What follows belongs to an exercise in optimizing a design on an open flow for small area, a short achievable clock period and few clock cycles; a production flow would make more cautious choices.
RTL that was checked went through simulation tests only; none was proved equivalent to the original.
Power figures rest on the tool's default switching activity, not on a simulated workload.

== run R ==
Design text_char_scanner_core, start of the top module:
module text_char_scanner_core #(
    parameter int LINE_BITS   = 20,    
    parameter int COLUMN_BITS = 16,
    parameter int TAB_STOP    = 4
) (
    input  logic                       i_clk,
    input  logic                       i_rst_n,
    input  logic                       i_valid,
    input  logic [tcs_pkg::BYTE_W-1:0] i_byte,
    output logic                       o_ready,
    output logic                       o_valid,
    input  logic                       i_ready,
    output logic [1:0]                 o_kind,
    output logic [tcs_pkg::BYTE_W-1:0] o_char,
    output logic [tcs_pkg::LINE_W-1:0] o_line,
    output logic [tcs_pkg::COL_W-1:0]  o_col,
    output logic [2:0]                 o_code,
    output logic                       o_last
);
clock: 4.0 ns
lec_check: 0
cap_margin: 20
core_margin: 2
core_utilization: 40
cts_buf_list: sky130_fd_sc_hd__clkbuf_4 sky130_fd_sc_hd__clkbuf_8
setup_slack_margin: 1.9
slew_margin: 20
standard.sh (not shown) runs the stock make flow with config.mk's settings and CLKGATE_MAP_FILE= SYNTH_SCRIPT=/design/flow/synth_recipe.tcl, a recipe that flattens the netlist after the stock synthesis.
==> flow/flow/run.sh <==
#!/bin/bash
# Standard layout, with plain buf_1 cells as the port buffers.
set -euo pipefail
bash standard.sh BUFFER_PORTS_ARGS="-buffer_cell sky130_fd_sc_hd__buf_1" finish > make_finish.log 2>&1
> inputs changed (run R -> run F)
-- flow/design.v --
<<< run R, line 87
    localparam int K_UERR  = 10;   
    localparam int NK      = 11;
    function automatic logic [NK-1:0] f_class(input logic [7:0] v);
        f_class          = '0;
        f_class[K_NUL]   = (v == 8'h00);
        f_class[K_TAB]   = (v == 8'h09);
        f_class[K_LF]    = (v == 8'h0A);
        f_class[K_CR]    = (v == 8'h0D);
        f_class[K_STAR]  = (v == 8'h2A);
        f_class[K_SLASH] = (v == 8'h2F);
        f_class[K_LEAD]  = (v == 8'hE2);
        f_class[K_C80]   = (v == 8'h80);
        f_class[K_CTL]   = ((v[7:5] == 3'b000) && v != 8'h00 && v != 8'h09
                            && v != 8'h0A && v != 8'h0D) || (v == 8'h7F);
        f_class[K_INC]   = (v[7] ? v[6] : (v[6] | v[5])) && (v != 8'h7F);
        case (v)
            8'h93, 8'h94, 8'h98, 8'h99, 8'h9C, 8'h9D: f_class[K_UERR] = 1'b1;
            default:                                  f_class[K_UERR] = 1'b0;
        endcase
    endfunction
    logic          r_iv;
    logic [7:0]    r_ib;
    logic [NK-1:0] r_k;       
    logic          r_sv;
    logic [7:0]    r_sb;
>>> run F, line 87
    localparam int K_UERR  = 10;   
    localparam int NK      = 11;
    logic          r_iv;
    logic [7:0]    r_ib;
    logic [NK-1:0] r_k;
    logic          r_sv;
    logic [7:0]    r_sb;
<<< run R, line 124
    logic        r_cmt, r_star, r_slash, r_cr, r_lead, r_lead80, r_failed;
    logic        r_e2sat;     
    assign r_k = f_class(r_ib);
    function automatic logic [19:0] f_inc20(input logic [19:0] v);
        for (int i = 0; i < 20; i++)
>>> run F, line 106
    logic        r_cmt, r_star, r_slash, r_cr, r_lead, r_lead80, r_failed;
    logic        r_e2sat;     
    function automatic logic [19:0] f_inc20(input logic [19:0] v);
        for (int i = 0; i < 20; i++)
<<< run R, line 246
    logic          iv_n, slash_n, ov_n, rel_n;
    logic [7:0]    in_b, ib_n;
    logic [NK-1:0] k_n;
    assign in_b = r_sv ? r_sb : i_byte;
    assign iv_n    = main_free ? (r_sv || i_valid) : r_iv;
    assign ib_n    = main_free ? in_b : r_ib;
    assign k_n     = f_class(ib_n);
    assign slash_n = consume ? n_slash : r_slash;
    assign ov_n    = consume ? n_ov : (r_outv && !i_ready);
>>> run F, line 227
    logic          iv_n, slash_n, ov_n, rel_n;
    logic [7:0]    in_b, ib_n;
    logic [NK-1:0] in_k, k_n;
    assign in_b = r_sv ? r_sb : i_byte;
    always_comb begin
        in_k          = '0;
        in_k[K_NUL]   = (in_b == 8'h00);
        in_k[K_TAB]   = (in_b == 8'h09);
        in_k[K_LF]    = (in_b == 8'h0A);
        in_k[K_CR]    = (in_b == 8'h0D);
        in_k[K_STAR]  = (in_b == 8'h2A);
        in_k[K_SLASH] = (in_b == 8'h2F);
        in_k[K_LEAD]  = (in_b == 8'hE2);
        in_k[K_C80]   = (in_b == 8'h80);
        in_k[K_CTL]   = ((in_b[7:5] == 3'b000) && !in_k[K_NUL] && !in_k[K_TAB]
                         && !in_k[K_LF] && !in_k[K_CR]) || (in_b == 8'h7F);
        in_k[K_INC]   = (in_b[7] ? in_b[6] : (in_b[6] | in_b[5])) && (in_b != 8'h7F);
        case (in_b)
            8'h93, 8'h94, 8'h98, 8'h99, 8'h9C, 8'h9D: in_k[K_UERR] = 1'b1;
            default:                                  in_k[K_UERR] = 1'b0;
        endcase
    end
    assign iv_n    = main_free ? (r_sv || i_valid) : r_iv;
    assign ib_n    = main_free ? in_b : r_ib;
    assign k_n     = main_free ? in_k : r_k;
    assign slash_n = consume ? n_slash : r_slash;
    assign ov_n    = consume ? n_ov : (r_outv && !i_ready);
<<< run R, line 291
    always_ff @(posedge i_clk) begin
        r_ib    <= ib_n;
        if (!r_sv)
            r_sb <= i_byte;
>>> run F, line 290
    always_ff @(posedge i_clk) begin
        r_ib    <= ib_n;
        r_k     <= k_n;
        if (!r_sv)
            r_sb <= i_byte;
Notes after the runs:
- Run R and run F all finish clean.
- When run F is set beside run R, its count of inserted tapcells turns out to be about 2.1% larger.
- Internal power component, run R and run F, higher one = run F.
- Summary of run F over run R: maximum frequency has increased, area after detailed placement went up about 9%.
- Comparing run R and run F, number of instances in the synthesized netlist is higher on run F.
- The estimated power of run F ends up higher than the estimate for run R.
- Simple-gate portion of the synthesized area ended up 0.49 points higher on run F than on run R.
- Between run R and run F, the fraction of the core area covered by cells at the end of the flow is higher for run R.
- Count of inverters not on the clock network in the layout, run R and run F, lower one = run R.
- Compare run R and run F | setup slack lower: run R
- | peak supply drop | run F vs run R | 0.019 mV higher |
- Synthesized-area fraction occupied by xor and xnor cells was higher in the run labelled run R.
Testbench counts of run F, summed over its fixed seeds: cycles 33,905.
For run R, only the layout was checked, not whether the RTL still works.

port drivers added, routing unchanged:
How much do the figures lean on ideal ports? The routed layouts below were timed once more, with nothing changed but the port constraints. Step 1, drivers: a clkbuf_16 drives i_clk and a buf_2 each remaining input, both assumed. Step 2 adds t to the input delays and takes it off the output delays; t is the mean of the earliest and latest rising clock arrival at the registers after step 1. Input paths then give back, and output paths get back, about the clock's delay inside the block. Slacks: ideal ports / drivers / drivers and shift; pairs: ideal ports / drivers.
| run | t (ns) | setup slack, ns | cell pins on the clock port's net |
|---|---|---|---|
| run R | 0.381 | 1.717 / 1.717 / 1.692 | 1 |
| run F | 0.385 | 1.921 / 1.921 / 1.700 | 1 |
After both steps every run listed still meets setup and hold. The setup slack of run F, which loses most, moves by 0.000 ns with the drivers and by -0.221 ns with both steps.
